From an optimization exercise on the open Yosys and OpenROAD flow, aimed at small area; shortcuts taken in it are not production practice.
Function was checked by simulation only, so behaviour that the tests miss may differ from the original.
No activity file was given, so power comes from the tool's default toggle rates.

--- design/flow/flow/run.sh ---
#!/bin/bash
# The standard layout, with the port buffers made from the smallest buffer
# and the clock tree built without dummy loads.
set -euo pipefail
bash standard.sh \
  "BUFFER_PORTS_ARGS=-buffer_cell sky130_fd_sc_hd__buf_1" \
  "CTS_ARGS=-sink_clustering_enable -repair_clock_nets -sink_clustering_size 40 -sink_clustering_max_diameter 60 -dont_use_dummy_load" \
  finish > make_finish.log 2>&1
--- design/flow/standard.sh ---
#!/bin/bash
# synth_recipe.tcl (not shown) runs the flow's synth.tcl, then flattens the netlist and writes it again
# the make line also repeats each setting of config.mk as NAME=value (left out here)
make -C /OpenROAD-flow-scripts/flow DESIGN_CONFIG=/design/flow/config.mk WORK_HOME=/design/flow/orfs CLKGATE_MAP_FILE= SYNTH_SCRIPT=/design/flow/synth_recipe.tcl "${@:-finish}"
--- design/flow/config.mk ---
export PLATFORM = sky130hd
export DESIGN_NAME = cctv_motion_top
export DESIGN_NICKNAME = cctv_motion_top
export VERILOG_FILES = /design/flow/design.v
export SDC_FILE = /design/flow/constraint.sdc
export NUM_CORES = 4
export LEC_CHECK = 0
export CAP_MARGIN = 20
export CORE_MARGIN = 2
export CORE_UTILIZATION = 65
export CTS_CLUSTER_DIAMETER = 100
export CTS_CLUSTER_SIZE = 32
export PLACE_DENSITY = 0.75
export SLEW_MARGIN = 20
--- design/flow/constraint.sdc ---
create_clock -name core_clock -period 7.0 [get_ports {pclk}]
set_input_delay 1.4000 -clock core_clock [delete_from_list [all_inputs] [get_ports {pclk}]]
set_output_delay 1.4000 -clock core_clock [all_outputs]
set_load 0.01 [all_outputs]
--- design/flow/design.v ---
`default_nettype none
package cctv_pkg;
    localparam int frame_width  = 16;                          
    localparam int frame_height = 12;                          
    localparam int frame_pixels = frame_width * frame_height;  
    localparam int pix_addr_w   = $clog2(frame_pixels);        
    localparam int diff_count_w = $clog2(frame_pixels + 1);    
    localparam int line_cnt_w   = $clog2(frame_height + 1);    
    typedef logic [11:0]             rgb_t;         
    typedef logic [3:0]              gray_t;        
    typedef logic [pix_addr_w-1:0]   pix_addr_t;    
    typedef logic [diff_count_w-1:0] diff_count_t;  
    typedef logic [line_cnt_w-1:0]   line_cnt_t;    
    typedef logic [7:0]              cam_byte_t;    
    typedef logic [3:0]              pix_thresh_t;  
    typedef logic [7:0]              det_thresh_t;  
    typedef logic [7:0]              gray_sum_t;    
    localparam gray_sum_t gray_w_red   = 8'd5;
    localparam gray_sum_t gray_w_green = 8'd9;
    localparam gray_sum_t gray_w_blue  = 8'd2;
endpackage
`default_nettype wire
`timescale 1ns/1ps
`default_nettype none
module camera_capture (
    input  wire                   pclk,
    input  wire                   rst_n,
    input  wire                   href,
    input  wire                   vref,
    input  wire cctv_pkg::cam_byte_t ov7670_data,
    output logic                  pix_valid,    
    output cctv_pkg::rgb_t        pix_rgb,      
    output logic                  frame_end     
);
    logic       byte_phase;  
    logic       vref_d;      
    logic [6:0] first_byte;  
    assign pix_valid = href & byte_phase;
    assign pix_rgb = {first_byte[6:3],                  
                      first_byte[2:0], ov7670_data[7],  
                      ov7670_data[4:1]};                
    always_ff @(posedge pclk or negedge rst_n) begin
        if (!rst_n) begin
            byte_phase <= 1'b0;
            vref_d     <= 1'b0;
            frame_end  <= 1'b0;
        end else begin
            vref_d     <= vref;
            frame_end  <= vref & ~vref_d;
            byte_phase <= href & ~byte_phase;
        end
    end
    always_ff @(posedge pclk) begin
        first_byte <= {ov7670_data[7:4], ov7670_data[2:0]};
    end
endmodule
`default_nettype wire
`timescale 1ns/1ps
`default_nettype none
module motion_differ (
    input  wire                     pclk,
    input  wire                     rst_n,
    input  wire                     pix_valid,
    input  wire cctv_pkg::rgb_t     pix_rgb,
    input  wire                     frame_end,
    input  wire cctv_pkg::pix_thresh_t pixel_threshold,
    output logic                    diff_hit,     
    output logic                    frame_done
);
    localparam int ring_len = 8;
    localparam int n_rings  = cctv_pkg::frame_pixels / ring_len;
    localparam int ph_w     = $clog2(ring_len);
    localparam int q_len    = ring_len / 2;
    localparam int q_w      = $clog2(q_len + 1);
    cctv_pkg::gray_t     chain [cctv_pkg::frame_pixels];  
    cctv_pkg::gray_t     queue [1:q_len];                 
    logic [ph_w-1:0]     phase;       
    logic [q_w-1:0]      pending;     
    cctv_pkg::gray_sum_t gray_sum;
    cctv_pkg::gray_t     cur_gray;
    cctv_pkg::gray_t     prev_gray;
    cctv_pkg::gray_t     abs_diff;
    cctv_pkg::gray_t     shift_in;
    logic [ph_w-1:0]     prev_slot;
    logic                shift;
    logic                primed;      
    assign gray_sum = cctv_pkg::gray_sum_t'(pix_rgb[11:8]) * cctv_pkg::gray_w_red
                    + cctv_pkg::gray_sum_t'(pix_rgb[7:4])  * cctv_pkg::gray_w_green
                    + cctv_pkg::gray_sum_t'(pix_rgb[3:0])  * cctv_pkg::gray_w_blue;
    assign cur_gray = gray_sum[7:4];
    assign prev_slot = ph_w'(ring_len - 1) - ph_w'(pending) + phase;
    assign prev_gray = chain[cctv_pkg::frame_pixels - ring_len + int'(prev_slot)];
    assign abs_diff  = (cur_gray > prev_gray) ? cur_gray - prev_gray
                                              : prev_gray - cur_gray;
    assign shift    = (phase == '0) & (pix_valid | (pending != '0));
    assign shift_in = (pending == '0) ? cur_gray : queue[pending];
    always_ff @(posedge pclk) begin
        for (int m = 0; m < n_rings; m++) begin
            if (m == 0)
                chain[0] <= shift ? shift_in : chain[ring_len-1];
            else
                chain[m*ring_len] <= shift ? chain[m*ring_len-1]
                                           : chain[m*ring_len+ring_len-1];
            for (int j = 1; j < ring_len; j++)
                chain[m*ring_len+j] <= chain[m*ring_len+j-1];
        end
        if (pix_valid) begin
            queue[1] <= cur_gray;
            for (int k = 2; k <= q_len; k++)
                queue[k] <= queue[k-1];
        end
    end
    always_ff @(posedge pclk or negedge rst_n) begin
        if (!rst_n) begin
            phase      <= '0;
            pending    <= '0;
            diff_hit   <= 1'b0;
            frame_done <= 1'b0;
            primed     <= 1'b0;
        end else begin
            if (!shift)
                phase <= phase + ph_w'(1);
            pending    <= pending + q_w'(pix_valid) - q_w'(shift);
            frame_done <= frame_end;
            if (frame_end) primed <= 1'b1;
            diff_hit <= pix_valid & primed & (abs_diff > pixel_threshold);
        end
    end
endmodule
`default_nettype wire
`timescale 1ns/1ps
`default_nettype none
module motion_counter (
    input  wire                     pclk,
    input  wire                     rst_n,
    input  wire                     diff_hit,
    input  wire                     frame_done,
    input  wire cctv_pkg::det_thresh_t detection_threshold,
    output logic                    motion_detected,
    output logic [15:0]             motion_detected_led,
    output cctv_pkg::diff_count_t   diff_pixel_cnt,
    output logic                    motion_update
);
    cctv_pkg::diff_count_t run_cnt;   
    always_ff @(posedge pclk or negedge rst_n) begin
        if (!rst_n) begin
            run_cnt         <= '0;
            motion_update   <= 1'b0;
            motion_detected <= 1'b0;
            diff_pixel_cnt  <= '0;
        end else begin
            motion_update <= frame_done;
            if (frame_done) begin
                run_cnt         <= '0;    
                diff_pixel_cnt  <= run_cnt;
                motion_detected <= (run_cnt > detection_threshold);
            end else if (diff_hit) begin
                run_cnt <= run_cnt + cctv_pkg::diff_count_t'(1);
            end
        end
    end
    assign motion_detected_led = {16{motion_detected}};
endmodule
`default_nettype wire
`timescale 1ns/1ps
`default_nettype none
module cctv_motion_top (
    input  wire                     pclk,
    input  wire                     rst_n,
    input  wire                     href,
    input  wire                     vref,
    input  wire cctv_pkg::cam_byte_t   ov7670_data,
    input  wire cctv_pkg::pix_thresh_t pixel_threshold,
    input  wire cctv_pkg::det_thresh_t detection_threshold,
    output logic                    motion_detected,
    output logic [15:0]             motion_detected_led,
    output cctv_pkg::diff_count_t   diff_pixel_cnt,
    output logic                    motion_update
);
    logic           pix_valid;
    cctv_pkg::rgb_t pix_rgb;
    logic           frame_end;
    logic           diff_hit;
    logic           frame_done;
    camera_capture u_capture (
        .pclk        (pclk),
        .rst_n       (rst_n),
        .href        (href),
        .vref        (vref),
        .ov7670_data (ov7670_data),
        .pix_valid   (pix_valid),
        .pix_rgb     (pix_rgb),
        .frame_end   (frame_end)
    );
    motion_differ u_differ (
        .pclk            (pclk),
        .rst_n           (rst_n),
        .pix_valid       (pix_valid),
        .pix_rgb         (pix_rgb),
        .frame_end       (frame_end),
        .pixel_threshold (pixel_threshold),
        .diff_hit        (diff_hit),
        .frame_done      (frame_done)
    );
    motion_counter u_counter (
        .pclk                (pclk),
        .rst_n               (rst_n),
        .diff_hit            (diff_hit),
        .frame_done          (frame_done),
        .detection_threshold (detection_threshold),
        .motion_detected     (motion_detected),
        .motion_detected_led (motion_detected_led),
        .diff_pixel_cnt      (diff_pixel_cnt),
        .motion_update       (motion_update)
    );
endmodule
`default_nettype wire
==> results of run 1 <==
-- placed cells by master (no fill, tap or decap), types with 2 or more instances in the layout --
cell type / instances
or3_1: 3
o221a_2: 2
xnor2_1: 6
a31oi_1: 4
edfxtp_1: 16
a21oi_1: 12
and3_1: 3
dfxtp_1: 775
nand4_1: 8
nand2_1: 21
mux2i_1: 11
o21ai_0: 7
o221ai_1: 3
nor2_1: 13
buf_1: 48
a311oi_1: 2
o21bai_1: 2
fa_1: 11
a21o_1: 7
nor2b_1: 8
buf_4: 2
clkbuf_16: 35
mux2_2: 10
o211ai_1: 3
o21ai_1: 4
xor2_1: 12
a22oi_1: 2
nand4b_1: 4
inv_1: 51
o21a_1: 4
ha_1: 39
dfrtp_1: 30
nand3_1: 10
nand2b_1: 2
mux2_1: 97
-- layer usage --
metal | vias to the layer above | share of wire
li1 | 4066 | -
met2 | 83 | 0.42
met4 | 0 | 0.025
met3 | 51 | 0.032
met5 | - | 0
met1 | 3787 | 0.53
-- sequential cells by signal, indices dropped and copies added (netlist names), 3 cells and up --
signal	count
u_differ.queue	16
u_counter.diff_pixel_cnt	8
u_differ.phase	3
u_counter.run_cnt	8
u_differ.pending	3
u_differ.chain	768
u_capture.first_byte	7
-- cells by family (layout without fill, tap and decap cells) --
family                   after synthesis  count (layout)  share of synthesized area
AND/OR/NAND/NOR                       80              80                     0.0210
multiplexers                         118             118                     0.0650
AO/OA/AOI/OAI                         59              59                     0.0202
flip-flops                           821             821                      0.828
adder cells (fa/ha/maj)               50              50                     0.0350
XOR/XNOR                              20              20                     0.0102
buffers and inverters                 89             138                     0.0211
-- worst max-delay path, delay by kind of cell, from the launching register on --
kind | cells | cell delay (ps)
xor+xnor | 2 | 570
flops | 1 | 340
compound gates | 5 | 770
simple gates | 4 | 390
buf+inv | 3 | 260
mux | 1 | 240
fa+ha+maj | 9 | 3150
-- area by class of cell --
cell class / count / area [um^2]
sequential: 821 / 16700
fill: 1973 / 9010
multi-input combinational: 327 / 3070
clock buffer: 35 / 876
tap: 396 / 495
timing repair buffer: 51 / 200
inverter: 52 / 195
-- per-stage QoR --
| step | std cells | power [W] |
|---|---|---|
| finish | 1682 | 0.00865 |
| global route | 1682 | 0.00907 |
| CTS | 1682 | 0.00873 |
| detailed placement | 1647 | 0.00660 |
| global placement | 1647 | 0.00655 |
| floorplan | 1237 | 0.00632 |
-- worst max path at each step --
stage          cells past startpoint                 to
2_1_floorplan                     23  u_differ.diff_hit
3_3_place_gp                      24  u_differ.diff_hit
3_5_place_dp                      24  u_differ.diff_hit
4_1_cts                           24  u_differ.diff_hit
5_1_grt                           24  u_differ.diff_hit
6_report                          24  u_differ.diff_hit
-- report_power, final --
part           leakage (nW)  switching (W)  internal [W]  total, W
registers              6.81       0.000145       0.00502   0.00516
logic                  1.81       0.000760      0.000576   0.00134
clock network         0.431        0.00125      0.000903   0.00216
==> impl_metrics.ini, run 1 <==
[worst_setup_path]
cpMaxStageDelayCell = fa_1
worstPathRequired_ps = 7410
reg2regPathDepth = 24
end_kind = flip-flop
worst_path_most_repeated_cell = ha_1
cp_slowest_stage_delay_ps = 530
worstReg2RegEnd = u_differ.diff_hit
cp-startpoint = u_capture.first_byte[4]
path_cells = ha_1, ha_1, fa_1, ha_1, ha_1, inv_1, fa_1, inv_1, ha_1, nand4_1, o21ai_1, xor2_1, inv_1, fa_1, nor2b_1, o21a_1, o21a_1, mux2i_1, xor2_1, ha_1, o21ai_0, nand2b_1, a21oi_1, nor2_1
reg2reg_slack_ps = 1170
crit_fanout = 4
critPathKind = flip-flop to flip-flop
cp_data_arrival_time_ps = 6240
rr_startpoint = u_capture.first_byte[4]
cp-start-kind = flip-flop

[placement]
io_buffers = 49
place_ws_ps = 918
dpl-instance-area_um2 = 20700
gp_congestion = 0.757
hpwl_um = 14300

[sta]
report.final.slew_viol_count = 0
fin_skew_ps = 46.3
period_needed_ps = 5830
whs_ps = 287
rsz0062_at_grt = false
fin_ws_ps = 1170
tightest_slew_ps = 870
fmax_ghz = 0.171
finalCritPeriodShare = 0.833
fin_setup_tns_ps = 0
maxSlewHeadroom = 0.420
setup_viol = 0
finalHoldViolCount = 0

[hold_path]
min_path_type = flip-flop to flip-flop
min_to = u_differ.chain[52][3]
min-delay-start = u_differ.chain[51][3]
whs_path_depth = 0

[floorplanning]
die_w_um = 180
start_util = 0.662
row_count = 64
die_area_um2 = 32600
core_um2 = 30600
io_pins = 50
die_h_um = 180

[clock_tree]
cts_setup_buffers = 0
postCtsResizedCells = 0
insertion_delay_ps = 550
cts.sinks = 821
root_buffer = clkbuf_16
clk_pin_slew_ps = 120
hold_buffers = 0
cts_buffers = 35
cts_buffer_depth = 3
cts_tree = yes
htreeDepth = 2

[synth]
ys_async_sr_fraction = 0.0365
syn_nets = 1311
ys_ff_latch = 821
synth_warnings = 9
ys_seq_area_frac = 0.828
yosysMostFrequentCell = dfxtp_1
synth_commonest_cells = dfxtp_1 (775), mux2_1 (97), inv_1 (51)
synth_top_cell_by_area = dfxtp_1
synth_top_area_frac = 0.767
synth_area_um2 = 20200
syn_inst = 1237
yosys-top-cells-area = dfxtp_1 (77%), mux2_1 (5.4%), dfrtp_1 (3.7%)
synth-edff-count = 16
yosys.cell_types.count = 54
syn_avg_cell_area_um2 = 16.4
dominantRegCellSynth = dfxtp_1

[global_routing]
met2_usage = 0.219
grt_max_degree = 54
grt_pass1_wl_um = 40600
track_usage = 0.151
busiest_layer = met1
grt_antenna_before_repair = 0
met3_usage = 0.0307
grt_pass1_vias = 8153
grt_use_met1 = 0.232
grt_overflow = 0

[finish]
antenna_cells = 0
nets = 1362
final_util = 0.706
stdcell_area_um2 = 21600
drive_gt1_frac = 0.0459
area_growth_pct = 6.66

[power]
p_leak_nw = 9.05
ir_drop_uv = 300
power_per_cell_area_nw_per_um2 = 401

[routing]
drtPass1Iterations = 4
vias_per_cell = 4.75
drtIter0Drc = 467
wl_per_cell_um = 14.1
remaining_drc_errors = 0
ant_nets = 0
wl_um = 23800
vias = 7987

[status]
status = no timing/DRC/antenna violations

[job]
max-cap-violations = 0
==> run 2, diff against run 1 <==
--- a/design/flow/design.v
+++ b/design/flow/design.v
@@ -79,19 +79,19 @@
     cctv_pkg::gray_sum_t gray_sum;
     cctv_pkg::gray_t     cur_gray;
     cctv_pkg::gray_t     prev_gray;
-    cctv_pkg::gray_t     abs_diff;
+    logic                changed;
     cctv_pkg::gray_t     shift_in;
     logic [ph_w-1:0]     prev_slot;
     logic                shift;
     logic                primed;      
-    assign gray_sum = cctv_pkg::gray_sum_t'(pix_rgb[11:8]) * cctv_pkg::gray_w_red
-                    + cctv_pkg::gray_sum_t'(pix_rgb[7:4])  * cctv_pkg::gray_w_green
-                    + cctv_pkg::gray_sum_t'(pix_rgb[3:0])  * cctv_pkg::gray_w_blue;
+    assign gray_sum = {2'b0, pix_rgb[11:8], 2'b0} + {4'b0, pix_rgb[11:8]}
+                    + {1'b0, pix_rgb[7:4], 3'b0} + {4'b0, pix_rgb[7:4]}
+                    + {3'b0, pix_rgb[3:0], 1'b0};
     assign cur_gray = gray_sum[7:4];
     assign prev_slot = ph_w'(ring_len - 1) - ph_w'(pending) + phase;
     assign prev_gray = chain[cctv_pkg::frame_pixels - ring_len + int'(prev_slot)];
-    assign abs_diff  = (cur_gray > prev_gray) ? cur_gray - prev_gray
-                                              : prev_gray - cur_gray;
+    assign changed = ({1'b0, cur_gray}  > {1'b0, prev_gray} + {1'b0, pixel_threshold}) |
+                     ({1'b0, prev_gray} > {1'b0, cur_gray}  + {1'b0, pixel_threshold});
     assign shift    = (phase == '0) & (pix_valid | (pending != '0));
     assign shift_in = (pending == '0) ? cur_gray : queue[pending];
     always_ff @(posedge pclk) begin
@@ -123,7 +123,7 @@
             pending    <= pending + q_w'(pix_valid) - q_w'(shift);
             frame_done <= frame_end;
             if (frame_end) primed <= 1'b1;
-            diff_hit <= pix_valid & primed & (abs_diff > pixel_threshold);
+            diff_hit <= pix_valid & primed & changed;
         end
     end
 endmodule
==> design/flow/flow/run.sh (replaced) <==
#!/bin/bash
# The standard layout, with the port buffers made from the smallest buffer
# and the clock tree built without dummy loads.
set -euo pipefail
bash standard.sh \
  "BUFFER_PORTS_ARGS=-buffer_cell sky130_fd_sc_hd__buf_1" \
  "CTS_ARGS=-sink_clustering_enable -repair_clock_nets -buf_list sky130_fd_sc_hd__clkbuf_8 -sink_clustering_size 20 -sink_clustering_max_diameter 50 -dont_use_dummy_load" \
  finish > make_finish.log 2>&1
==> impl_metrics.ini, run 2 <==
[status]
status = no timing/DRC/antenna violations

[finish]
area_growth_pct = 5.55
drive_gt1_frac = 0.0898
multi_input_area_um2 = 3000
largest_registers = u_differ.chain: 768 flops, u_differ.queue: 16 flops
largest_reg_flops = 768
final_util = 0.695
regArea_um2 = 16700
antenna_cells = 0
nets = 1335
num-fill-cells = 2021
layout.cells.most_common = dfxtp_1
layout_common_cells = dfxtp_1 (775), mux2_1 (60), clkbuf_8 (50)
stdcell_area_um2 = 21300
top_register = u_differ.chain

[floorplanning]
die_area_um2 = 32400
die_w_um = 180
start_util = 0.659
row_count = 64
die_h_um = 180
core_um2 = 30600
io_pins = 50

[clock_tree]
postCtsResizedCells = 0
htreeDepth = 2
cts_tree = yes
cts_setup_buffers = 0
hold_buffers = 0
cts_buffers = 50
insertion_delay_ps = 590
clk_pin_slew_ps = 100
cts.sinks = 821
root_buffer = clkbuf_8
cts_buffer_depth = 3

[synth]
synth_top_area_frac = 0.770
synth_top_family_by_area = multiplexers
syn_inst = 1193
synth-edff-count = 16
syn_nets = 1268
yosys-top-cells-area = dfxtp_1 (77%), dfrtp_1 (3.7%), mux2_1 (3.4%)
ys_seq_area_frac = 0.831
dominantRegCellSynth = dfxtp_1
synth_top_cell_by_area = dfxtp_1
synthSimpleGateAreaFrac = 0.0146
syn_avg_cell_area_um2 = 16.9
synth_warnings = 9
synthXorXnorAreaFrac = 0.0107
yosys.cell_types.count = 51
synth_commonest_cells = dfxtp_1 (775), mux2_1 (60), mux2_2 (45)
ys_async_sr_fraction = 0.0365
ys_ff_latch = 821
synthMuxAreaShare = 0.0694
synthAdderAreaFrac = 0.0358
synth_area_um2 = 20100
synth_compound_area_frac = 0.0179
yosysMostFrequentCell = dfxtp_1

[worst_setup_path]
crit_fanout = 4
critPathBufInv = 1
cp_data_arrival_time_ps = 5170
critPathKind = flip-flop to flip-flop
cp_slowest_stage_delay_ps = 520
cp-start-kind = flip-flop
cpMaxStageDelayCell = fa_1
worstPathRequired_ps = 7420
end_kind = flip-flop
path_cells = ha_1, fa_1, fa_1, fa_1, ha_1, a21oi_1, o21ai_0, xnor2_1, inv_1, ha_1, a21o_1, a21oi_1, xor2_1, ha_1, a21oi_1, o21ai_0, nand3_1, a21oi_1
crit_family = adder cells

[global_routing]
grt_pass1_wl_um = 39400
track_usage = 0.147
grt_overflow = 0
grt_max_degree = 53
grt_pass1_vias = 7977
grt_antenna_before_repair = 0

[routing]
wl_um = 23300
vias = 7876
wl_per_cell_um = 14.1
drtPass1Iterations = 4
remaining_drc_errors = 0
drtIter0Drc = 402
vias_per_cell = 4.76
ant_nets = 0

[sta]
report.final.slew_viol_count = 0
setup_viol = 0
finalCritPeriodShare = 0.679
fin_skew_ps = 59.3
period_needed_ps = 4750
fin_ws_ps = 2250
fmax_ghz = 0.210
finalHoldViolCount = 0
maxSlewHeadroom = 0.457
fin_setup_tns_ps = 0
rsz0062_at_grt = false
tightest_slew_ps = 814

[placement]
dpl-instance-area_um2 = 20600
place_ws_ps = 1730
gp_congestion = 0.854
io_buffers = 49
hpwl_um = 13900

[hold_path]
min_path_type = flip-flop to flip-flop

[job]
max-cap-violations = 0

[power]
power_per_cell_area_nw_per_um2 = 371
p_leak_nw = 8.78
ir_drop_uv = 280
run 2: changes by cell type after synthesis, moves of 5 or more:
cell,before,now
mux4_2,0,6
buf_2,14,6
mux2i_1,11,4
buf_6,1,9
mux2_2,10,45
nand3_1,10,5
nand2_1,21,13
a21oi_1,12,18
mux2_1,97,60
inv_1,51,36
run 2: logic make-up after synthesis:
group                      Yosys count
AOI/OAI and AO/OA                   55
xor gates and xnor gates            22
adders and majority gates           51
buffers and inverters               72
DFF                                821
muxes                              117
and+or+nand+nor                     55
run 2: worst reg2reg max path: stages (launching register included):
cell	delay (ps)
dfxtp_1	350
ha_1	240
fa_1	520
fa_1	450
fa_1	430
ha_1	360
a21oi_1	200
o21ai_0	130
xnor2_1	310
inv_1	140
ha_1	300
a21o_1	160
a21oi_1	170
xor2_1	190
ha_1	280
a21oi_1	130
o21ai_0	100
nand3_1	90
a21oi_1	60
run 2: final timing paths:
path                                         start                          end  slack, ps  depth (start not counted)
min                           u_differ.chain[1][0]         u_differ.chain[2][0]        280                          0
min reg2reg                   u_differ.chain[1][0]         u_differ.chain[2][0]        280                          0
min in group asynchronous                    rst_n  u_counter.diff_pixel_cnt[7]        890                          1
max                        u_capture.first_byte[3]            u_differ.diff_hit       2250                         18
max reg2reg                u_capture.first_byte[3]            u_differ.diff_hit       2250                         18
max in group asynchronous                    rst_n            u_differ.phase[1]       5540                          1
run 2: final cells by class:
type / count / share of cell area
Sequential cell: 821 / 0.788
Multi-Input combinational cell: 300 / 0.141
Clock buffer: 50 / 0.0324
Tap cell: 396 / 0.0233
Timing Repair Buffer: 51 / 0.00942
Inverter: 36 / 0.00636
run 2: stage by stage:
| stage | total power (W) | instances | hold slack (ps) |
|---|---|---|---|
| 6_report | 0.00789 | 1654 | 282 |
| 5_1_grt | 0.00826 | 1654 | 284 |
| 4_1_cts | 0.00797 | 1654 | 283 |
| 3_5_place_dp | 0.00612 | 1604 | 312 |
| 3_3_place_gp | 0.00608 | 1604 | 310 |
| 2_1_floorplan | 0.00595 | 1193 | 310 |
run 2: where the power goes:
part	internal, W	switching (W)
Clock	0.000646	0.00123
Sequential	0.00500	0.000148
Combinational	0.000398	0.000463
run 2: routing by layer:
| metal | vias to the layer above | track usage | wire (um) |
|---|---|---|---|
| met2 | 126 | 0.208 | 9390 |
| met1 | 3724 | 0.228 | 12400 |
| met4 | 0 | 0.0484 | 561 |
| li1 | 3978 | - | - |
| met5 | - | 0 | 0 |
| met3 | 48 | 0.0291 | 892 |
==> run 3, diff against run 2 <==
==> design/flow/flow/run.sh (replaced) <==
#!/bin/bash
# The standard layout, with the port buffers made from the smallest buffer
# and the clock tree built without dummy loads.
set -euo pipefail
bash standard.sh \
  "BUFFER_PORTS_ARGS=-buffer_cell sky130_fd_sc_hd__buf_1" \
  "CTS_ARGS=-sink_clustering_enable -repair_clock_nets -buf_list sky130_fd_sc_hd__clkbuf_8 -sink_clustering_size 18 -sink_clustering_max_diameter 80 -dont_use_dummy_load" \
  finish > make_finish.log 2>&1
==> impl_metrics.ini, run 3 <==
[global_routing]
grt_overflow = 0
grt_pass1_vias = 8053
grt_max_degree = 53
grt_antenna_before_repair = 0
track_usage = 0.149
grt_pass1_wl_um = 39900

[synth]
yosysMostFrequentCell = dfxtp_1
synth_warnings = 9
syn_avg_cell_area_um2 = 16.9
syn_nets = 1268
synth_top_cell_by_area = dfxtp_1
yosys-top-cells-area = dfxtp_1 (77%), dfrtp_1 (3.7%), mux2_1 (3.4%)
synth-edff-count = 16
dominantRegCellSynth = dfxtp_1
ys_async_sr_fraction = 0.0365
synth_commonest_cells = dfxtp_1 (775), mux2_1 (60), mux2_2 (45)
ys_ff_latch = 821
syn_inst = 1193
synth_area_um2 = 20100
yosys.cell_types.count = 51
ys_seq_area_frac = 0.831
synth_top_area_frac = 0.770

[sta]
fin_setup_tns_ps = 0
fin_skew_ps = 28.9
finalHoldViolCount = 0
period_needed_ps = 4730
rsz0062_at_grt = false
finalCritPeriodShare = 0.676
report.final.slew_viol_count = 0
maxSlewHeadroom = 0.454
fmax_ghz = 0.211
tightest_slew_ps = 820
setup_viol = 0

[power]
switching_share = 0.233
p_leak_nw = 8.79
p_seq_frac = 0.652
p_int_w = 0.00606
p_clk_frac = 0.239
p_switching_w = 0.00184
power_per_cell_area_nw_per_um2 = 371
ir_drop_uv = 281
pwr-share-comb = 0.109

[finish]
nets = 1336
final_util = 0.696
multi_input_area_um2 = 3000
area_growth_pct = 5.61
largest_registers = u_differ.chain: 768 flops, u_differ.queue: 16 flops
top_register = u_differ.chain
drive_gt1_frac = 0.0905
layout_common_cells = dfxtp_1 (775), mux2_1 (60), clkbuf_8 (51)
num-fill-cells = 2020
largest_reg_flops = 768
regArea_um2 = 16700
antenna_cells = 0
layout.cells.most_common = dfxtp_1

[routing]
wl_um = 23500
ant_nets = 0
vias = 7909
drtPass1Iterations = 4
wl_per_cell_um = 14.2
vias_per_cell = 4.78
drtIter0Drc = 397
remaining_drc_errors = 0

[worst_setup_path]
cpMaxStageDelayCell = fa_1
critPathBufInv = 1
cp_data_arrival_time_ps = 5210
critPathKind = flip-flop to flip-flop
reg2reg_slack_ps = 2270
end_kind = flip-flop
cp_slowest_stage_delay_ps = 520
crit_fanout = 4
worstPathRequired_ps = 7470
crit_family = adder cells
path_cells = ha_1, fa_1, fa_1, fa_1, ha_1, a21oi_1, o21ai_0, xnor2_1, inv_1, ha_1, a21o_1, a21oi_1, xor2_1, ha_1, a21oi_1, o21ai_0, nand3_1, a21oi_1
cp-start-kind = flip-flop

[clock_tree]
clk_pin_slew_ps = 110
cts.sinks = 821
hold_buffers = 0
cts_buffers = 51
cts_tree = yes
insertion_delay_ps = 590
root_buffer = clkbuf_8
cts_buffer_depth = 3
cts_setup_buffers = 0
postCtsResizedCells = 0
htreeDepth = 2

[floorplanning]
die_area_um2 = 32400
die_w_um = 180
core_um2 = 30600
die_h_um = 180
io_pins = 50
start_util = 0.659
row_count = 64

[job]
max-cap-violations = 0

[placement]
hpwl_um = 13900
gp_congestion = 0.854
io_buffers = 49

[hold_path]
min_path_type = flip-flop to flip-flop

[status]
status = no timing/DRC/antenna violations
-- run 3: cell counts after synthesis --
Identical to the previous run, type by type.
-- run 3: worst paths after layout --
path                                         startpoint                   endpoint  depth (start not counted)
worst max-delay path            u_capture.first_byte[3]          u_differ.diff_hit                         18
worst min-delay path              u_differ.chain[57][1]      u_differ.chain[58][1]                          0
worst max register to register  u_capture.first_byte[3]          u_differ.diff_hit                         18
worst min register to register    u_differ.chain[57][1]      u_differ.chain[58][1]                          0
max in group asynchronous                         rst_n        u_differ.pending[2]                          1
min in group asynchronous                         rst_n  u_counter.motion_detected                          1
-- run 3: power by group through the flow --
stage               clock (W)  combinational [W]  sequential (W)
floorplan                   0           0.000766         0.00518
global placement            0           0.000836         0.00525
detailed placement          0           0.000866         0.00526
CTS                   0.00196           0.000872         0.00516
global route          0.00213           0.000959         0.00519
finish                0.00189           0.000860         0.00515
-- run 3: final cells by class --
| type | count | share of cell area |
|---|---|---|
| Sequential cell | 821 | 0.787 |
| Multi-Input combinational cell | 300 | 0.141 |
| Clock buffer | 51 | 0.0330 |
| Tap cell | 396 | 0.0233 |
| Timing Repair Buffer | 51 | 0.00941 |
| Inverter | 36 | 0.00635 |
-- run 3: cells by family after synthesis --
| kind of cell | count (synthesis) | synth area share |
|---|---|---|
| flops | 821 | 0.831 |
| compound gates | 55 | 0.0180 |
| fa+ha+maj | 51 | 0.0358 |
| simple gates | 55 | 0.0146 |
| mux | 117 | 0.0694 |
| xor+xnor | 22 | 0.0107 |
| buf+inv | 72 | 0.0203 |
-- run 3: layer usage --
| layer | vias up | share of wire | wire length (um) | track usage |
|---|---|---|---|---|
| li1 | 3970 | - | - | - |
| met1 | 3773 | 0.52 | 12300 | 0.228 |
| met2 | 116 | 0.42 | 9750 | 0.213 |
| met3 | 50 | 0.036 | 837 | 0.0305 |
| met4 | 0 | 0.025 | 577 | 0.0516 |
| met5 | - | 0 | 0 | 0 |
-- run 3: stage by stage --
stage,std cells,total power (W),setup WS (ps),hold WS (ps),instance area (um^2)
after floorplan,1193,0.00595,2270,310,20100
after global placement,1604,0.00608,1870,310,20600
after detailed placement,1604,0.00612,1730,312,20600
after CTS,1655,0.00799,2270,300,21300
after global routing,1655,0.00827,1860,299,21300
final,1655,0.00790,2270,304,21300
==> run 4, diff against run 3 <==
--- a/design/flow/design.v
+++ b/design/flow/design.v
@@ -84,14 +84,14 @@
     logic [ph_w-1:0]     prev_slot;
     logic                shift;
     logic                primed;      
-    assign gray_sum = {2'b0, pix_rgb[11:8], 2'b0} + {4'b0, pix_rgb[11:8]}
-                    + {1'b0, pix_rgb[7:4], 3'b0} + {4'b0, pix_rgb[7:4]}
-                    + {3'b0, pix_rgb[3:0], 1'b0};
+    logic [6:0] rb; assign rb = {1'b0,pix_rgb[11:8],2'b0} + {3'b0,pix_rgb[3:0],1'b0} + {3'b0,pix_rgb[11:8]};
+    assign gray_sum = {1'b0,rb} + {1'b0,pix_rgb[7:4],3'b0} + {4'b0,pix_rgb[7:4]};
     assign cur_gray = gray_sum[7:4];
     assign prev_slot = ph_w'(ring_len - 1) - ph_w'(pending) + phase;
     assign prev_gray = chain[cctv_pkg::frame_pixels - ring_len + int'(prev_slot)];
-    assign changed = ({1'b0, cur_gray}  > {1'b0, prev_gray} + {1'b0, pixel_threshold}) |
-                     ({1'b0, prev_gray} > {1'b0, cur_gray}  + {1'b0, pixel_threshold});
+    logic [4:0] dd, ts, us; assign dd = {1'b0,cur_gray} - {1'b0,prev_gray};
+    assign ts = {1'b0,pixel_threshold} + dd; assign us = dd - {1'b0,pixel_threshold} - 5'd1;
+    assign changed = dd[4] ? ts[4] : ~us[4];
     assign shift    = (phase == '0) & (pix_valid | (pending != '0));
     assign shift_in = (pending == '0) ? cur_gray : queue[pending];
     always_ff @(posedge pclk) begin
--- a/design/flow/config.mk
+++ b/design/flow/config.mk
@@ -7,8 +7,6 @@
 export LEC_CHECK = 0
 export CAP_MARGIN = 20
 export CORE_MARGIN = 2
-export CORE_UTILIZATION = 65
-export CTS_CLUSTER_DIAMETER = 100
-export CTS_CLUSTER_SIZE = 32
-export PLACE_DENSITY = 0.75
+export CORE_UTILIZATION = 80
+export PLACE_DENSITY = 0.88
 export SLEW_MARGIN = 20
==> impl_metrics.ini, run 4 <==
[synth]
synth_compound_area_frac = 0.0153
synthMuxAreaShare = 0.0684
syn_nets = 1254
yosys-top-cells-area = dfxtp_1 (78%), mux2_2 (5.6%), dfrtp_1 (3.8%)
synthSimpleGateAreaFrac = 0.0140
ys_ff_latch = 821
dominantRegCellSynth = dfxtp_1
synth_warnings = 9
syn_inst = 1186
synth_top_area_frac = 0.781
synth_area_um2 = 19900
synth_commonest_cells = dfxtp_1 (775), mux2_2 (99), inv_1 (46)
ys_seq_area_frac = 0.843
synthXorXnorAreaFrac = 0.00787
yosysMostFrequentCell = dfxtp_1
synth_top_family_by_area = multiplexers
synth-edff-count = 16
yosys.cell_types.count = 47
synthAdderAreaFrac = 0.0322
ys_async_sr_fraction = 0.0365
synth_top_cell_by_area = dfxtp_1
syn_avg_cell_area_um2 = 16.8

[clock_tree]
cts_setup_buffers = 0
cts_buffers = 51
clk_pin_slew_ps = 100
htreeDepth = 2
insertion_delay_ps = 610
root_buffer = clkbuf_8
cts_tree = yes
postCtsResizedCells = 0
cts_buffer_depth = 3
cts.sinks = 821
hold_buffers = 0

[sta]
report.final.slew_viol_count = 0
finalHoldViolCount = 0
period_needed_ps = 5380
maxSlewHeadroom = 0.401
rsz0062_at_grt = false
setup_viol = 0
tightest_slew_ps = 898
fin_setup_tns_ps = 0
finalCritPeriodShare = 0.768
fin_skew_ps = 37.8
fmax_ghz = 0.186
whs_ps = 303
fin_ws_ps = 1620

[worst_setup_path]
worstPathRequired_ps = 7520
cp-startpoint = ov7670_data[7]
cp_data_arrival_time_ps = 5900
crit_end = u_differ.diff_hit
critPathKind = input port to flip-flop
cp-start-kind = input port
reg2regPathDepth = 16
reg2reg_slack_ps = 2240
end_kind = flip-flop
crit_fanout = 4
worstReg2RegEnd = u_differ.diff_hit
rr_startpoint = u_capture.first_byte[2]

[power]
p_clk_frac = 0.234
p_switching_w = 0.00206
finalPower_w = 0.00820
p_leak_nw = 8.69
p_int_w = 0.00613
switching_share = 0.252
ir_drop_uv = 268
p_seq_frac = 0.632
power_per_cell_area_nw_per_um2 = 391
pwr-share-comb = 0.134

[placement]
gp_congestion = 0.815
io_buffers = 49
hpwl_um = 18300
place_ws_ps = 1100

[global_routing]
track_usage = 0.246
grt_max_degree = 65
grt_pass1_vias = 8765
grt_overflow = 0
grt_antenna_before_repair = 0
grt_pass1_wl_um = 48500

[finish]
top_register = u_differ.chain
largest_reg_flops = 768
final_util = 0.860
layout.cells.most_common = dfxtp_1
antenna_cells = 0
drive_gt1_frac = 0.130
area_growth_pct = 5.54
layout_common_cells = dfxtp_1 (775), mux2_2 (99), clkbuf_8 (51)
largest_registers = u_differ.chain: 768 flops, u_differ.queue: 16 flops
num-fill-cells = 949
nets = 1323

[job]
max-cap-violations = 0

[floorplanning]
start_util = 0.815
io_pins = 50
die_w_um = 162
core_um2 = 24400
die_area_um2 = 26100
die_h_um = 162
row_count = 57

[routing]
vias_per_cell = 5.12
wl_per_cell_um = 19.4
vias = 8082
remaining_drc_errors = 0
drtPass1Iterations = 5
wl_um = 30600
drtIter0Drc = 626
ant_nets = 0

[hold_path]
whs_path_depth = 0
min_path_type = flip-flop to flip-flop

[status]
status = no timing/DRC/antenna violations
[run 4: changes by cell type in the layout (fill, tap and decap cells not counted), moves of 3 or more]
cell	delta
a221oi_1	-3
a22o_1	-3
a31oi_1	+3
ha_1	-8
inv_1	+10
mux2_1	-56
mux2_2	+54
nand3_1	-4
nor2_1	+12
nor3_1	+3
o22ai_1	+3
xor2_1	-4
[run 4: worst min-delay path by stage]
stage                                 from                     end  slack, ps
floorplan            u_differ.chain[99][0]  u_differ.chain[100][0]        310
global placement    u_differ.chain[120][2]  u_differ.chain[121][2]        310
detailed placement  u_differ.chain[105][0]  u_differ.chain[106][0]        310
CTS                 u_differ.chain[157][2]  u_differ.chain[158][2]        280
global route        u_differ.chain[157][2]  u_differ.chain[158][2]        300
finish              u_differ.chain[157][2]  u_differ.chain[158][2]        300
[run 4: worst max-delay path, stage by stage]
cell	delay [ps]
buf_1	140
inv_1	90
fa_1	510
inv_1	70
fa_1	500
fa_1	540
nand3_1	120
fa_1	420
xnor2_1	390
inv_1	120
fa_1	540
inv_1	70
ha_1	290
a31oi_1	200
o21bai_1	80
a211o_1	290
a21oi_1	120
[run 4: cell type report]
cell class | count | area [um^2] | area share
flip-flops and latches | 821 | 16700 | 0.798
multi-input cells | 284 | 2750 | 0.131
clock buffers | 51 | 702 | 0.0335
well taps | 324 | 405 | 0.0193
repair buffers | 51 | 200 | 0.00954
inverters | 46 | 173 | 0.00823
[run 4: power groups by stage]
stage	clock (W)	combinational, W	sequential (W)
detailed placement	0	0.00105	0.00528
global route	0.00210	0.00119	0.00521
floorplan	0	0.000845	0.00519
finish	0.00192	0.00110	0.00518
global placement	0	0.000947	0.00525
CTS	0.00195	0.00109	0.00518
[run 4: per-layer routing]
layer | routed length, um | vias to the layer above | share of wire | GRT usage
met3 | 1370 | 104 | 0.045 | 0.0421
met4 | 1260 | 0 | 0.041 | 0.103
met1 | 12500 | 3844 | 0.41 | 0.304
li1 | - | 3896 | - | -
met5 | 0 | - | 0 | 0
met2 | 15400 | 238 | 0.50 | 0.431
[run 4: cell families (layout without fill, tap and decap cells)]
group	Yosys count	after routing
AOI/OAI and AO/OA	49	49
xor gates and xnor gates	17	17
adders and majority gates	44	44
buffers and inverters	81	148
DFF	821	821
muxes	115	115
and+or+nand+nor	59	59
[run 4: through the flow]
stage | instances | instance area (um^2)
floorplan | 1186 | 19900
global placement | 1526 | 20300
detailed placement | 1526 | 20300
CTS | 1577 | 21000
global route | 1577 | 21000
finish | 1577 | 21000
==> run 5, diff against run 4 <==
--- a/design/flow/config.mk
+++ b/design/flow/config.mk
@@ -7,6 +7,8 @@
 export LEC_CHECK = 0
 export CAP_MARGIN = 20
 export CORE_MARGIN = 2
-export CORE_UTILIZATION = 80
-export PLACE_DENSITY = 0.88
+export CORE_UTILIZATION = 65
+export CTS_CLUSTER_DIAMETER = 100
+export CTS_CLUSTER_SIZE = 32
+export PLACE_DENSITY = 0.75
 export SLEW_MARGIN = 20
==> impl_metrics.ini, run 5 <==
[sta]
tightest_slew_ps = 891
setup_viol = 0
rsz0062_at_grt = false
fmax_ghz = 0.194
period_needed_ps = 5150
fin_ws_ps = 1850
report.final.slew_viol_count = 0
maxSlewHeadroom = 0.406
finalCritPeriodShare = 0.735
finalHoldViolCount = 0
fin_setup_tns_ps = 0
fin_skew_ps = 65.9

[power]
p_seq_frac = 0.641
p_leak_nw = 8.69
p_int_w = 0.00612
p_clk_frac = 0.235
pwr-share-comb = 0.124
switching_share = 0.238
finalPower_w = 0.00803
p_switching_w = 0.00191
power_per_cell_area_nw_per_um2 = 381
ir_drop_uv = 244

[worst_setup_path]
critPathKind = input port to flip-flop
cp_data_arrival_time_ps = 5640
cp-startpoint = ov7670_data[7]
worstPathRequired_ps = 7490
rr_startpoint = u_capture.first_byte[2]
end_kind = flip-flop
cp-start-kind = input port
crit_fanout = 4

[clock_tree]
root_buffer = clkbuf_8
cts_buffer_depth = 3
cts.sinks = 821
cts_tree = yes
htreeDepth = 2
cts_buffers = 51
insertion_delay_ps = 610
hold_buffers = 0
cts_setup_buffers = 0
clk_pin_slew_ps = 110
postCtsResizedCells = 0

[placement]
hpwl_um = 13200
place_ws_ps = 1260
gp_congestion = 0.748
io_buffers = 49

[routing]
vias = 7655
ant_nets = 0
remaining_drc_errors = 0
vias_per_cell = 4.64
wl_per_cell_um = 13.7
wl_um = 22600
drtIter0Drc = 309
drtPass1Iterations = 4

[finish]
largest_registers = u_differ.chain: 768 flops, u_differ.queue: 16 flops
drive_gt1_frac = 0.130
largest_reg_flops = 768
area_growth_pct = 5.99
layout.cells.most_common = dfxtp_1
layout_common_cells = dfxtp_1 (775), mux2_2 (99), clkbuf_8 (51)
antenna_cells = 0
nets = 1323
top_register = u_differ.chain
num-fill-cells = 2006
regArea_um2 = 16700
multi_input_area_um2 = 2750

[hold_path]
min_path_type = flip-flop to flip-flop
min-delay-start = u_differ.chain[174][3]

[synth]
dominantRegCellSynth = dfxtp_1
ys_ff_latch = 821
yosys.cell_types.count = 47
synth_top_cell_by_area = dfxtp_1
syn_inst = 1186
synth_commonest_cells = dfxtp_1 (775), mux2_2 (99), inv_1 (46)
yosys-top-cells-area = dfxtp_1 (78%), mux2_2 (5.6%), dfrtp_1 (3.8%)
yosysMostFrequentCell = dfxtp_1
synth_top_area_frac = 0.781
synth_warnings = 9
synth_area_um2 = 19900
syn_nets = 1254
syn_avg_cell_area_um2 = 16.8
ys_seq_area_frac = 0.843
synth-edff-count = 16
ys_async_sr_fraction = 0.0365

[floorplanning]
row_count = 64
die_area_um2 = 32000
start_util = 0.655
die_h_um = 179
core_um2 = 30300
io_pins = 50
die_w_um = 179

[global_routing]
grt_antenna_before_repair = 0
grt_pass1_wl_um = 37600
track_usage = 0.147
grt_overflow = 0
grt_max_degree = 67
grt_pass1_vias = 7833

[job]
max-cap-violations = 0

[status]
status = no timing/DRC/antenna violations
==> run 5: worst paths after layout <==
| path | end | cells after the start | slack [ps] |
|---|---|---|---|
| min in group asynchronous | u_differ.pending[0] | 1 | 850 |
| worst min register to register | u_differ.chain[175][3] | 0 | 290 |
| worst max register to register | u_differ.diff_hit | 16 | 2450 |
| max in group asynchronous | u_counter.run_cnt[5] | 1 | 5590 |
| worst min-delay path | u_differ.chain[175][3] | 0 | 290 |
| worst max-delay path | u_differ.diff_hit | 17 | 1850 |
==> run 5: critical path, stage by stage <==
cell and delay [ps]:
buf_1 110, inv_1 60, fa_1 510, inv_1 60
fa_1 480, fa_1 540, nand3_1 100, fa_1 420
xnor2_1 320, inv_1 110, fa_1 540, inv_1 60
ha_1 280, a31oi_1 170, o21bai_1 80, a211o_1 290
a21oi_1 130
==> run 5: cells by family (layout without fill, tap and decap cells) <==
logic type / count (synthesis) / count (layout) / share of synthesized area
compound gates: 49 / 49 / 0.0153
xor+xnor: 17 / 17 / 0.00787
fa+ha+maj: 44 / 44 / 0.0322
buf+inv: 81 / 148 / 0.0196
flops: 821 / 821 / 0.843
mux: 115 / 115 / 0.0684
simple gates: 59 / 59 / 0.0140
==> run 5: per-stage QoR <==
step | std cells | hold WS [ps] | utilization | instance area, um^2
after global routing | 1649 | 288 | 0.694 | 21100
final | 1649 | 286 | 0.694 | 21100
after floorplan | 1186 | 310 | - | 19900
after CTS | 1649 | 278 | 0.694 | 21100
after global placement | 1598 | 310 | 0.671 | 20400
after detailed placement | 1598 | 312 | 0.671 | 20400
==> run 5: per-layer routing <==
metal	GRT usage	wire length, um	share of wire	up-vias
met5	0	0	0	-
met4	0.0596	631	0.028	0
met3	0.0297	727	0.032	51
met2	0.221	9680	0.43	83
met1	0.210	11500	0.51	3621
li1	-	-	-	3900
==> run 5: power groups by stage <==
stage          sequential (W)  combinational (W)  clock (W)
6_report              0.00515           0.000995    0.00188
5_1_grt               0.00519            0.00111    0.00211
4_1_cts               0.00516            0.00100    0.00196
3_5_place_dp          0.00526           0.000994          0
3_3_place_gp          0.00525           0.000960          0
2_1_floorplan         0.00519           0.000845          0
==> run 5: cell type report <==
cell class,count,share of cell area
sequential,821,0.795
clock buffer,51,0.0333
timing repair buffer,51,0.00950
tap,396,0.0235
multi-input combinational,284,0.131
inverter,46,0.00820
==> run 6, diff against run 5 <==
==> design/flow/flow/run.sh (replaced) <==
#!/bin/bash
# The standard layout, with the port buffers made from the smallest buffer
# and the clock tree built without dummy loads.
set -euo pipefail
bash standard.sh \
  "BUFFER_PORTS_ARGS=-buffer_cell sky130_fd_sc_hd__buf_1" \
  "CTS_ARGS=-sink_clustering_enable -repair_clock_nets -buf_list sky130_fd_sc_hd__clkbuf_4 sky130_fd_sc_hd__clkbuf_8 sky130_fd_sc_hd__clkbuf_16 -sink_clustering_size 20 -sink_clustering_max_diameter 60 -dont_use_dummy_load" \
  finish > make_finish.log 2>&1
==> impl_metrics.ini, run 6 <==
[status]
status = aborted with a tool error
lastStage = clock tree synthesis
error_line = [ERROR STA-0564] clock_tree_synthesis positional arguments not supported.

[floorplanning]
io_pins = 50
die_w_um = 179
start_util = 0.655
die_h_um = 179
row_count = 64

[placement]
hpwl_um = 13200
place_ws_ps = 1260
gp_congestion = 0.748
io_buffers = 49

[synth]
syn_inst = 1186
ys_async_sr_fraction = 0.0365
synth_top_area_frac = 0.781
synth_area_um2 = 19900
ys_ff_latch = 821
yosysMostFrequentCell = dfxtp_1
synth_warnings = 9
synth_top_cell_by_area = dfxtp_1
ys_seq_area_frac = 0.843
synth-edff-count = 16
yosys.cell_types.count = 47
syn_avg_cell_area_um2 = 16.8
dominantRegCellSynth = dfxtp_1
synth_commonest_cells = dfxtp_1 (775), mux2_2 (99), inv_1 (46)
syn_nets = 1254
yosys-top-cells-area = dfxtp_1 (78%), mux2_2 (5.6%), dfrtp_1 (3.8%)
[run 6: through the flow]
step	hold WS, ps	instance area [um^2]	std cells	util	total power [W]
after floorplan	310	19900	1186	-	0.00603
after global placement	310	20400	1598	0.671	0.00621
after detailed placement	312	20400	1598	0.671	0.00625
[run 6: cells by family after synthesis]
kind of cell | count (synthesis) | share of synthesized area
xor+xnor | 17 | 0.00787
mux | 115 | 0.0684
compound gates | 49 | 0.0153
fa+ha+maj | 44 | 0.0322
buf+inv | 81 | 0.0196
flops | 821 | 0.843
simple gates | 59 | 0.0140
[run 6: power groups by stage]
stage | Clock, W | Combinational, W | Sequential, W
after detailed placement | 0 | 0.000994 | 0.00526
after global placement | 0 | 0.000960 | 0.00525
after floorplan | 0 | 0.000845 | 0.00519
[run 6: how the worst max path moves through the flow]
| stage | to | startpoint | slack (ps) |
|---|---|---|---|
| after floorplan | u_differ.diff_hit | ov7670_data[3] | 1670 |
| after global placement | u_differ.diff_hit | ov7670_data[7] | 1380 |
| after detailed placement | u_differ.diff_hit | ov7670_data[7] | 1260 |
==> run 7, diff against run 6 <==
==> design/flow/flow/run.sh (replaced) <==
#!/bin/bash
# The standard layout, with the port buffers made from the smallest buffer
# and the clock tree built without dummy loads.
set -euo pipefail
bash standard.sh \
  "BUFFER_PORTS_ARGS=-buffer_cell sky130_fd_sc_hd__buf_1" \
  "CTS_ARGS=-sink_clustering_enable -repair_clock_nets -buf_list sky130_fd_sc_hd__clkbuf_8 -sink_clustering_size 20 -sink_clustering_max_diameter 40 -dont_use_dummy_load" \
  finish > make_finish.log 2>&1
==> impl_metrics.ini, run 7 <==
[finish]
area_growth_pct = 6.41
multi_input_area_um2 = 2750
largest_registers = u_differ.chain: 768 flops, u_differ.queue: 16 flops
drive_gt1_frac = 0.134
largest_reg_flops = 768
num-fill-cells = 1995
fin_cells = 1655
top_register = u_differ.chain
layout_common_cells = dfxtp_1 (775), mux2_2 (99), clkbuf_8 (57)
layout.cells.most_common = dfxtp_1
regArea_um2 = 16700
antenna_cells = 0
nets = 1329

[worst_setup_path]
worstReg2RegEnd = u_differ.diff_hit
cp-start-kind = input port
reg2reg_slack_ps = 2490
cp_data_arrival_time_ps = 5610
rr_startpoint = u_capture.first_byte[2]
worstPathRequired_ps = 7470
end_kind = flip-flop
crit_fanout = 4
critPathKind = input port to flip-flop
reg2regPathDepth = 16

[routing]
wl_um = 22600
vias = 7667
drtPass1Iterations = 4
ant_nets = 0
drtIter0Drc = 328
wl_per_cell_um = 13.6
vias_per_cell = 4.63
remaining_drc_errors = 0

[clock_tree]
cts_setup_buffers = 0
insertion_delay_ps = 620
htreeDepth = 2
cts_buffer_depth = 3
clk_pin_slew_ps = 100
hold_buffers = 0
cts.sinks = 821
cts_buffers = 57
postCtsResizedCells = 0
cts_tree = yes
root_buffer = clkbuf_8

[hold_path]
min_path_type = flip-flop to flip-flop
min-delay-start = u_differ.chain[53][1]
whs_path_depth = 0
min_to = u_differ.chain[54][1]

[synth]
synth-edff-count = 16
dominantRegCellSynth = dfxtp_1
yosysMostFrequentCell = dfxtp_1
yosys.cell_types.count = 47
synth_area_um2 = 19900
syn_inst = 1186
ys_async_sr_fraction = 0.0365
ys_seq_area_frac = 0.843
ys_ff_latch = 821
synth_commonest_cells = dfxtp_1 (775), mux2_2 (99), inv_1 (46)
yosys-top-cells-area = dfxtp_1 (78%), mux2_2 (5.6%), dfrtp_1 (3.8%)
synth_top_area_frac = 0.781
synth_top_cell_by_area = dfxtp_1
syn_avg_cell_area_um2 = 16.8
syn_nets = 1254
synth_warnings = 9

[sta]
setup_viol = 0
finalCritPeriodShare = 0.735
report.final.slew_viol_count = 0
period_needed_ps = 5140
maxSlewHeadroom = 0.408
finalHoldViolCount = 0
fin_setup_tns_ps = 0
fin_ws_ps = 1860
tightest_slew_ps = 889
fmax_ghz = 0.194
fin_skew_ps = 79.9
rsz0062_at_grt = false

[floorplanning]
die_h_um = 179
io_pins = 50
die_w_um = 179
start_util = 0.655
core_um2 = 30300
die_area_um2 = 32000
row_count = 64

[power]
power_per_cell_area_nw_per_um2 = 384
ir_drop_uv = 261
p_clk_frac = 0.243
p_switching_w = 0.00192
p_seq_frac = 0.635
pwr-share-comb = 0.122
switching_share = 0.237
p_int_w = 0.00620
p_leak_nw = 8.73

[global_routing]
track_usage = 0.146
grt_pass1_wl_um = 37500
grt_pass1_vias = 7815
grt_max_degree = 67
grt_overflow = 0
grt_antenna_before_repair = 0

[placement]
place_ws_ps = 1260
hpwl_um = 13200
gp_congestion = 0.748
io_buffers = 49
place_inst = 1598

[status]
status = no timing/DRC/antenna violations

[job]
max-cap-violations = 0
[run 7: cell counts after synthesis]
No cell type changed its count.
[run 7: per-stage QoR]
stage | instance area (um^2) | total power [W] | utilization | hold WS (ps)
floorplan | 19900 | 0.00603 | - | 310
global placement | 20400 | 0.00621 | 0.671 | 310
detailed placement | 20400 | 0.00625 | 0.671 | 312
CTS | 21100 | 0.00821 | 0.697 | 276
global route | 21100 | 0.00850 | 0.697 | 282
finish | 21100 | 0.00811 | 0.697 | 278
[run 7: worst max path at each step]
stage | start | end | slack, ps | cells past startpoint
global route | ov7670_data[7] | u_differ.diff_hit | 1630 | 17
finish | ov7670_data[7] | u_differ.diff_hit | 1860 | 17
global placement | ov7670_data[7] | u_differ.diff_hit | 1380 | 17
detailed placement | ov7670_data[7] | u_differ.diff_hit | 1260 | 17
floorplan | ov7670_data[3] | u_differ.diff_hit | 1670 | 16
CTS | ov7670_data[7] | u_differ.diff_hit | 1860 | 17
[run 7: kinds of logic (layout without fill, tap and decap cells)]
logic type / after synthesis / after routing / share of synthesized area
AOI/OAI and AO/OA: 49 / 49 / 0.0153
adders and majority gates: 44 / 44 / 0.0322
DFF: 821 / 821 / 0.843
buffers and inverters: 81 / 154 / 0.0196
muxes: 115 / 115 / 0.0684
and+or+nand+nor: 59 / 59 / 0.0140
xor gates and xnor gates: 17 / 17 / 0.00787
[run 7: cell type report]
type	instances	share of cell area
multi-input combinational	284	0.130
sequential	821	0.792
tap	396	0.0234
timing repair buffer	51	0.00947
inverter	46	0.00816
clock buffer	57	0.0371
[run 7: power by group through the flow]
stage	Combinational (W)	Sequential, W	Clock [W]
final	0.000989	0.00515	0.00197
after global placement	0.000960	0.00525	0
after floorplan	0.000845	0.00519	0
after global routing	0.00111	0.00519	0.00221
after CTS	0.00100	0.00516	0.00205
after detailed placement	0.000994	0.00526	0
[run 7: critical path, stage by stage]
cell and delay [ps]:
buf_1 110, inv_1 60, fa_1 510, inv_1 60
fa_1 480, fa_1 540, nand3_1 100, fa_1 410
xnor2_1 320, inv_1 110, fa_1 540, inv_1 50
ha_1 270, a31oi_1 170, o21bai_1 80, a211o_1 290
a21oi_1 130
[run 7: per-layer routing]
metal	vias to the layer above	routed length (um)	track usage
met3	53	802	0.0310
met5	-	0	0
met1	3622	11500	0.211
met2	83	9590	0.219
met4	0	623	0.0556
li1	3909	-	-
==> run 8, diff against run 7 <==
--- a/design/flow/design.v
+++ b/design/flow/design.v
@@ -84,14 +84,21 @@
     logic [ph_w-1:0]     prev_slot;
     logic                shift;
     logic                primed;      
-    logic [6:0] rb; assign rb = {1'b0,pix_rgb[11:8],2'b0} + {3'b0,pix_rgb[3:0],1'b0} + {3'b0,pix_rgb[11:8]};
-    assign gray_sum = {1'b0,rb} + {1'b0,pix_rgb[7:4],3'b0} + {4'b0,pix_rgb[7:4]};
+    logic [6:0]          red_blue;    
+    logic [4:0]          diff;        
+    logic [4:0]          neg_margin;  
+    logic [4:0]          pos_margin;  
+    assign red_blue = {1'b0, pix_rgb[11:8], 2'b0} + {3'b0, pix_rgb[3:0], 1'b0}
+                    + {3'b0, pix_rgb[11:8]};
+    assign gray_sum = {1'b0, red_blue} + {1'b0, pix_rgb[7:4], 3'b0}
+                    + {4'b0, pix_rgb[7:4]};
     assign cur_gray = gray_sum[7:4];
     assign prev_slot = ph_w'(ring_len - 1) - ph_w'(pending) + phase;
     assign prev_gray = chain[cctv_pkg::frame_pixels - ring_len + int'(prev_slot)];
-    logic [4:0] dd, ts, us; assign dd = {1'b0,cur_gray} - {1'b0,prev_gray};
-    assign ts = {1'b0,pixel_threshold} + dd; assign us = dd - {1'b0,pixel_threshold} - 5'd1;
-    assign changed = dd[4] ? ts[4] : ~us[4];
+    assign diff       = {1'b0, cur_gray} - {1'b0, prev_gray};
+    assign neg_margin = {1'b0, pixel_threshold} + diff;
+    assign pos_margin = diff - {1'b0, pixel_threshold} - 5'd1;
+    assign changed    = diff[4] ? neg_margin[4] : ~pos_margin[4];
     assign shift    = (phase == '0) & (pix_valid | (pending != '0));
     assign shift_in = (pending == '0) ? cur_gray : queue[pending];
     always_ff @(posedge pclk) begin
==> design/flow/flow/run.sh (replaced) <==
#!/bin/bash
# The standard layout (the standard.sh, synthesis included, unchanged)
# with two settings of its own:
#  - the port buffers are the smallest buffer, sky130_fd_sc_hd__buf_1;
set -euo pipefail
bash standard.sh \
  "BUFFER_PORTS_ARGS=-buffer_cell sky130_fd_sc_hd__buf_1" \
  "CTS_ARGS=-sink_clustering_enable -repair_clock_nets -buf_list sky130_fd_sc_hd__clkbuf_8 -sink_clustering_size 22 -sink_clustering_max_diameter 60 -dont_use_dummy_load" \
  finish > make_finish.log 2>&1
--- a/design/flow/config.mk
+++ b/design/flow/config.mk
@@ -8,7 +8,5 @@
 export CAP_MARGIN = 20
 export CORE_MARGIN = 2
 export CORE_UTILIZATION = 65
-export CTS_CLUSTER_DIAMETER = 100
-export CTS_CLUSTER_SIZE = 32
-export PLACE_DENSITY = 0.75
+export PLACE_DENSITY = 0.9
 export SLEW_MARGIN = 20
==> impl_metrics.ini, run 8 <==
[synth]
syn_avg_cell_area_um2 = 16.8
synth_top_area_frac = 0.781
ys_seq_area_frac = 0.843
yosysMostFrequentCell = dfxtp_1
dominantRegCellSynth = dfxtp_1
synth_area_um2 = 19900
synth-edff-count = 16
synth_warnings = 9
yosys.cell_types.count = 47
syn_inst = 1186
syn_nets = 1254
synth_commonest_cells = dfxtp_1 (775), mux2_2 (99), inv_1 (46)
yosys-top-cells-area = dfxtp_1 (78%), mux2_2 (5.6%), dfrtp_1 (3.8%)
ys_async_sr_fraction = 0.0365
ys_ff_latch = 821
synth_top_cell_by_area = dfxtp_1

[job]
max-cap-violations = 0

[routing]
vias = 7800
remaining_drc_errors = 0
drtIter0Drc = 407
ant_nets = 0
vias_per_cell = 4.75
drtPass1Iterations = 4
wl_um = 24900
wl_per_cell_um = 15.1

[sta]
setup_viol = 0
finalCritPeriodShare = 0.760
fin_setup_tns_ps = 0
finalHoldViolCount = 0
report.final.slew_viol_count = 0
rsz0062_at_grt = false
tightest_slew_ps = 1020
fin_skew_ps = 78.5
period_needed_ps = 5320
fmax_ghz = 0.188
maxSlewHeadroom = 0.323

[power]
p_leak_nw = 8.65
ir_drop_uv = 167
finalPower_w = 0.00800
power_per_cell_area_nw_per_um2 = 381

[clock_tree]
cts_tree = yes
htreeDepth = 2
cts_setup_buffers = 0
cts.sinks = 821
clk_pin_slew_ps = 110
hold_buffers = 0
insertion_delay_ps = 600
cts_buffers = 44
root_buffer = clkbuf_8
postCtsResizedCells = 0
cts_buffer_depth = 3

[finish]
drive_gt1_frac = 0.125
layout_common_cells = dfxtp_1 (775), mux2_2 (99), buf_1 (48)
nets = 1316
top_register = u_differ.chain
area_growth_pct = 5.61
fin_cells = 1642
largest_reg_flops = 768
layout.cells.most_common = dfxtp_1
antenna_cells = 0
largest_registers = u_differ.chain: 768 flops, u_differ.queue: 16 flops

[floorplanning]
die_area_um2 = 32000
io_pins = 50
row_count = 64
die_h_um = 179
core_um2 = 30300
start_util = 0.655
die_w_um = 179

[worst_setup_path]
critPathKind = input port to flip-flop
cp_data_arrival_time_ps = 5790
rr_startpoint = u_capture.first_byte[2]
crit_family = adder cells
end_kind = flip-flop
worstPathRequired_ps = 7480
crit_fanout = 4
worst_path_most_repeated_cell = fa_1
cp-startpoint = ov7670_data[7]
path_cells = buf_1, inv_1, fa_1, inv_1, fa_1, fa_1, nand3_1, fa_1, xnor2_1, inv_1, fa_1, inv_1, ha_1, a31oi_1, o21bai_1, a211o_1, a21oi_1
cp_slowest_stage_delay_ps = 550
cpMaxStageDelayCell = fa_1
critPathBufInv = 5
cp-start-kind = input port

[global_routing]
grt_overflow = 0
grt_antenna_before_repair = 0
track_usage = 0.164
grt_max_degree = 74
grt_pass1_vias = 8124
grt_pass1_wl_um = 41100

[placement]
hpwl_um = 15400
gp_congestion = 0.820
io_buffers = 49
place_inst = 1597

[hold_path]
min-delay-start = u_differ.chain[22][3]
min_path_type = flip-flop to flip-flop

[status]
status = no timing/DRC/antenna violations
-- run 8: cell counts after synthesis --
No cell type changed its count.
-- run 8: power by group --
group | switching (W) | internal, W
Clock | 0.00121 | 0.000572
Sequential | 0.000159 | 0.00501
Combinational | 0.000573 | 0.000475
-- run 8: final timing paths --
path                                          to  slack (ps)  depth (start not counted)
setup / recovery               u_differ.diff_hit        1680                         17
hold / removal             u_differ.chain[23][3]         270                          0
setup reg to reg               u_differ.diff_hit        2310                         16
hold reg to reg            u_differ.chain[23][3]         270                          0
max in group asynchronous   u_capture.byte_phase        5600                          1
min in group asynchronous      u_differ.phase[1]         840                          1
-- run 8: per-stage QoR --
| stage | util | cell area (um^2) | setup WS (ps) | hold slack, ps |
|---|---|---|---|---|
| floorplan | - | 19900 | 1670 | 310 |
| global placement | 0.671 | 20400 | 1410 | 311 |
| detailed placement | 0.671 | 20400 | 1160 | 312 |
| CTS | 0.691 | 21000 | 1750 | 256 |
| global route | 0.692 | 21000 | 1470 | 257 |
| finish | 0.692 | 21000 | 1680 | 268 |
-- run 8: cell type report --
class / count / area, um^2
flip-flops and latches: 821 / 16700
fillers: 1847 / 9360
repair buffers: 51 / 220
multi-input cells: 284 / 2750
well taps: 396 / 495
clock buffers: 44 / 606
inverters: 46 / 173
-- run 8: worst register-to-register path, stage by stage (launching register included) --
cell and delay (ps):
dfxtp_1 380, inv_1 70, fa_1 490, inv_1 70, fa_1 490, fa_1 550
nand3_1 110, fa_1 420, xnor2_1 390, inv_1 130, fa_1 550, inv_1 60
ha_1 260, a31oi_1 190, o21bai_1 80, a211o_1 290, a21oi_1 130
-- run 8: cell families (layout without fill, tap and decap cells) --
group                      after synthesis  in the layout  synth area share
adders and majority gates               44             44            0.0322
buffers and inverters                   81            141            0.0196
AOI/OAI and AO/OA                       49             49            0.0153
DFF                                    821            821             0.843
xor gates and xnor gates                17             17           0.00787
muxes                                  115            115            0.0684
and+or+nand+nor                         59             59            0.0140
-- run 8: per-layer routing --
layer | routed length [um] | up-vias | global-route usage
met1 | 11800 | 3752 | 0.220
met3 | 793 | 54 | 0.0293
met5 | 0 | - | 0
met4 | 682 | 0 | 0.0569
met2 | 11600 | 101 | 0.270
li1 | - | 3893 | -

afterwards: timing with drivers on the ports:
In the flow no input, the clock included, has a driving cell. The finished layouts below were timed again as built, in two steps. Step 1 (the two cells are an assumption about what drives the block):
set clk [get_ports {pclk}]
set_driving_cell -lib_cell sky130_fd_sc_hd__clkbuf_16 $clk
set_driving_cell -lib_cell sky130_fd_sc_hd__buf_2 [delete_from_list [all_inputs] $clk]
Step 2 adds t to the input delays and takes it off the output delays; t is the mean of the earliest and latest rising clock arrival at the registers after step 1. Input paths then give back, and output paths get back, about the clock's delay inside the block. Slacks: no drivers / after step 1 / after step 2; pairs: no drivers / after step 1.
run | t, ns | slack for setup (ns) | worst register clock-pin slew, ns | cell pins on the clock port's net
run 1 | 0.579 | 1.167 / 1.167 / 0.904 | 0.13 / 0.13 | 1
run 2 | 0.609 | 2.249 / 2.249 / 1.678 | 0.11 / 0.11 | 1
run 3 | 0.621 | 2.266 / 2.266 / 1.722 | 0.11 / 0.11 | 1
run 4 | 0.640 | 1.623 / 1.642 / 1.002 | 0.12 / 0.12 | 1
run 5 | 0.622 | 1.855 / 1.875 / 1.253 | 0.11 / 0.11 | 1
run 7 | 0.627 | 1.858 / 1.877 / 1.250 | 0.11 / 0.11 | 1
run 8 | 0.609 | 1.683 / 1.704 / 1.095 | 0.12 / 0.12 | 1
After both steps every run listed still meets setup and hold. The setup slack of run 4, which loses most, moves by +0.019 ns with the drivers and by -0.621 ns with both steps.
